Background: an optimization exercise with open tools, aiming at a short achievable clock period and few clock cycles. Do not read the settings as production practice.
Function was checked by simulation only, so behaviour that the tests miss may differ from the original.
No driver is modelled on the clock port, so clocking that relies on it looks cheaper here than on a real chip.
Power is estimated from default activity; no workload was simulated.

== oak ==
## lc3b_cache
module lc3b_cache (
	input wire logic clk,
	input wire logic rst_n,
	input wire logic mem_read,
	input wire logic mem_write,
	input logic [16-1:0] mem_address,
	input logic [16-1:0] mem_wdata,
	input logic [1:0] mem_byte_enable,
	output logic [16-1:0] mem_rdata,
	output logic mem_resp,
	output logic pmem_read,
	output logic pmem_write,
	output logic [9+3-1:0] pmem_address,
	output logic [128-1:0] pmem_wdata,
	input logic [128-1:0] pmem_rdata,
	input wire logic pmem_resp
	);
localparam int SETS = 8;
localparam int TB = 9;
localparam int IB = 3;
localparam int LB = 128;
localparam int WB = 16;
logic [LB-1:0] data_array [SETS];
logic [TB-1:0] tag_array [SETS];
logic [SETS-1:0] valid;
logic [SETS-1:0] dirty;
logic resp_q;
logic resp_int;  
logic [WB-1:0] rdata_q;
logic pread_q;
logic pwrite_q;
logic [TB+IB-1:0] paddr_q;
logic [LB-1:0] pwdata_q;
assign mem_resp = resp_q;
assign mem_rdata = rdata_q;
assign pmem_read = pread_q;
assign pmem_write = pwrite_q;
assign pmem_address = paddr_q;
assign pmem_wdata = pwdata_q;
logic e_wb;
logic e_fill;
logic [IB-1:0] f_idx;
logic [TB-1:0] f_tag;
logic [15:0] mask;
logic st_q;
logic st_wr;
logic wc_q;
logic wc_pend_q;
logic [IB-1:0] wc_idx;
logic [2:0] wc_word;
logic [WB-1:0] wc_data;
logic [1:0] wc_be;
logic [TB-1:0] req_tag;
logic [IB-1:0] index;
logic [2:0] word;
logic req;
assign req_tag = mem_address[15:7];
assign index = mem_address[6:4];
assign word = mem_address[3:1];
assign req = mem_read | mem_write;
logic [SETS-1:0] idx_oh;
logic [7:0] word_oh;
dec3_oh u_idx_dec (.a(index), .oh(idx_oh));
dec3_oh u_word_dec (.a(word), .oh(word_oh));
logic e_busy;
assign e_busy = e_wb | e_fill;
logic fill_now;
assign fill_now = e_fill & pmem_resp;
logic pend;
assign pend = e_busy && (index == f_idx);
logic [TB*SETS-1:0] tags_flat;
for (genvar i = 0; i < SETS; i++) begin : g_tags
	assign tags_flat[TB*i +: TB] = tag_array[i];
end
logic hit;
hit8 #(.TB(TB)) u_hit (.sel(idx_oh & valid), .tags(tags_flat), .req_tag(req_tag), .hit(hit));
logic victim_dirty;
sel8_oh #(.W(1)) u_vd (.oh(idx_oh), .d(valid & dirty), .y(victim_dirty));
logic [1:0] wmask_q;
logic rd_wait;
logic fill_sel;
assign fill_sel = fill_now && rd_wait;
logic [WB*SETS-1:0] words_flat;
  ...
Size in the first run: ~5000 cells after synthesis, roughly 330 I/O pins, roughly 75000 um^2 of cells after synthesis.
==> flow/config.mk <==
export PLATFORM = sky130hd
export DESIGN_NAME = lc3b_cache
export DESIGN_NICKNAME = lc3b_cache
export VERILOG_FILES = /design/flow/design.v
export SDC_FILE = /design/flow/constraint.sdc
export NUM_CORES = 4
export LEC_CHECK = 0
export CAP_MARGIN = 20
export CORE_MARGIN = 2
export CORE_UTILIZATION = 60
export SETUP_SLACK_MARGIN = 4.25
export SLEW_MARGIN = 80
export SYNTH_HIERARCHICAL = 1
==> flow/constraint.sdc <==
create_clock -name core_clock -period 7.0 [get_ports {clk}]
set_input_delay 1.4000 -clock core_clock [delete_from_list [all_inputs] [get_ports {clk}]]
set_output_delay 1.4000 -clock core_clock [all_outputs]
set_load 0.01 [all_outputs]
standard.sh (not shown) runs the stock make flow with config.mk's settings and CLKGATE_MAP_FILE= SYNTH_SCRIPT=/design/flow/synth_recipe.tcl, a recipe that flattens the netlist after the stock synthesis.
==> flow/flow/run.sh <==
#!/bin/bash
# Own layout flow: the standard ORFS flow (the standard.sh, with its
# synthesis unchanged), with
# - the port buffers made as buf_8 cells instead of the small delay buffers
#   buffer_ports picks by default,
# - the resizer free to change a cell's footprint,
# - a fanout limit set before each repair step (flow/max_fanout.tcl).
# Each step's full log is kept by ORFS under orfs/logs/; make's own output
# goes to make_finish.log here.
set -euo pipefail
W=$(pwd)
MF="$W/flow/max_fanout.tcl"
bash "$W/standard.sh" \
	MATCH_CELL_FOOTPRINT=0 \
	"BUFFER_PORTS_ARGS=-buffer_cell sky130_fd_sc_hd__buf_8" \
	PRE_RESIZE_TCL="$MF" \
	PRE_CTS_TCL="$MF" \
	PRE_GLOBAL_ROUTE_TCL="$MF" \
	finish > "$W/make_finish.log" 2>&1
==> flow/flow/max_fanout.tcl <==
# Limit the fanout the resizer leaves on any net, so that high-fanout nets
# (the address bits and their decoded selects) get balanced buffer trees
# instead of chains of slew-repair buffers.
set_max_fanout 16 [current_design]
Testbench counts of oak, summed over its fixed seeds: cycles 70,052.
## Diff of input files: pine against oak
- SLEW_MARGIN now 60, was 80
- SETUP_SLACK_MARGIN now 4.4, was 4.25
[summary]
pine has power share of the combinational group below what oak had.
Per the final summary, pine finished and its layout is clean on timing, DRC and antenna.
Number of antenna violations at the first check in global routing was lower in pine than in oak.
Between oak and pine, count of clock-buffer cells in the layout increased.
pine ends up with lower total instance count after detailed placement than oak does.
For instance area after placement, dividing the value from pine by the value from oak gives 0.938.
Inputs modified between pine and birch:
- a change of CORE_UTILIZATION from 60 to 50
- a change of SLEW_MARGIN from 60 to 80
[summary]
Total routed wirelength deteriorates in birch relative to pine. A critical path startpoint of mem_address[3] is what pine shows, while mem_address[1] belongs to birch. Per the comparison of birch with pine, initial antenna violation count fell 6, fraction of synthesis flops using an asynchronous set or reset pin about even, placeable core region rose 20%, sequential share of layout area fell 2.2 points, switching power rose about 4%. The final reports for birch and pine show number of nets in the layout higher in the former. pine → birch: combinational cell fraction of total power now sits higher, area added between synthesis and finish climbed 7.7 points, global-route usage over all layers moved down.
Relative to birch, the following input files were edited for maple:
- CAP_MARGIN changed from 20 to 40
- CORE_UTILIZATION changed from 50 to 60
- SLEW_MARGIN changed from 80 to 90
Findings:
- maple: aborted in 3_5_place_dp (tool error)
- Synthesized netlist cell count: maple vs birch identical
- Number of nets produced by synthesis: maple vs birch identical
- Per the comparison of maple with birch, number of unique standard cell types used by synthesis level, weighted congestion reported at the end of routability-driven placement moved up.
- Re number of port buffers: no difference whatsoever between birch and maple.
- Compared with birch, maple shows horizontal die dimension that has gone down by a little under 10%.
- As far as average size of a mapped cell goes, birch and maple are indistinguishable; the numbers are identical.
- Of maple and birch, the higher number of standard-cell rows in the floorplan belongs to birch.
- The die extent in y in maple sits 34 um below the value recorded for birch.
Input-level comparison between cedar and maple:
- changing SETUP_SLACK_MARGIN from 4.4 to 4.6
- changing SLEW_MARGIN from 90 to 80
- changing CORE_UTILIZATION from 60 to 50
- setting PLACE_DENSITY to 0.75 for the first time
- changing CAP_MARGIN from 40 to 20
==> run notes <==
- cedar reached the final stage; the timing, DRC and antenna checks on its layout passed.
- maple did not finish: a tool error stopped it during 3_5_place_dp.
- Comparing cedar against maple, there is no change at all in boundary pin count.
- Comparing cedar against maple, there is no change at all in per-instance average area after synthesis.
- The cell row count of cedar exceeds that of maple by 9.2%.
- Unique cell type count in the Yosys netlist came out exactly the same in cedar and maple.
- Die height for cedar: 9.4% up relative to maple
- As far as fraction of the mapped netlist area in compound gates goes, cedar and maple are indistinguishable; the numbers are identical.
- cedar vs. maple: chip width moved up, initial core utilization moved down.

re-timing with driven ports:
In the flow no input, the clock included, has a driving cell. The finished layouts below were timed again as built, in two steps.
Step 1 sets driving cells, clkbuf_16 on the clock port and buf_2 on the other inputs (assumed; they add their load-dependent delay and slew).
Step 2, shift: input delay + t, output delay - t, t = (earliest + latest rising clock arrival at the registers) / 2. This alone moves slack from input paths to output paths.
Slacks: no drivers / after step 1 / after step 2; pairs: no drivers / after step 1.
run | t, ns | setup WS [ns] | worst setup path after step 2 | latest minus earliest clock arrival (ns)
oak | 0.895 | 4.078 / 4.122 / 3.227 | input to register | 0.035 / 0.036
pine | 0.879 | 3.928 / 3.956 / 3.076 | input to register | 0.027 / 0.027
birch | 0.875 | 4.181 / 4.162 / 3.327 | input to register | 0.025 / 0.025
cedar | 0.939 | 3.963 / 4.001 / 3.063 | input to register | 0.057 / 0.057
After both steps every run listed still meets setup and hold. The setup slack of cedar, which loses most, moves by +0.038 ns with the drivers and by -0.900 ns with both steps.
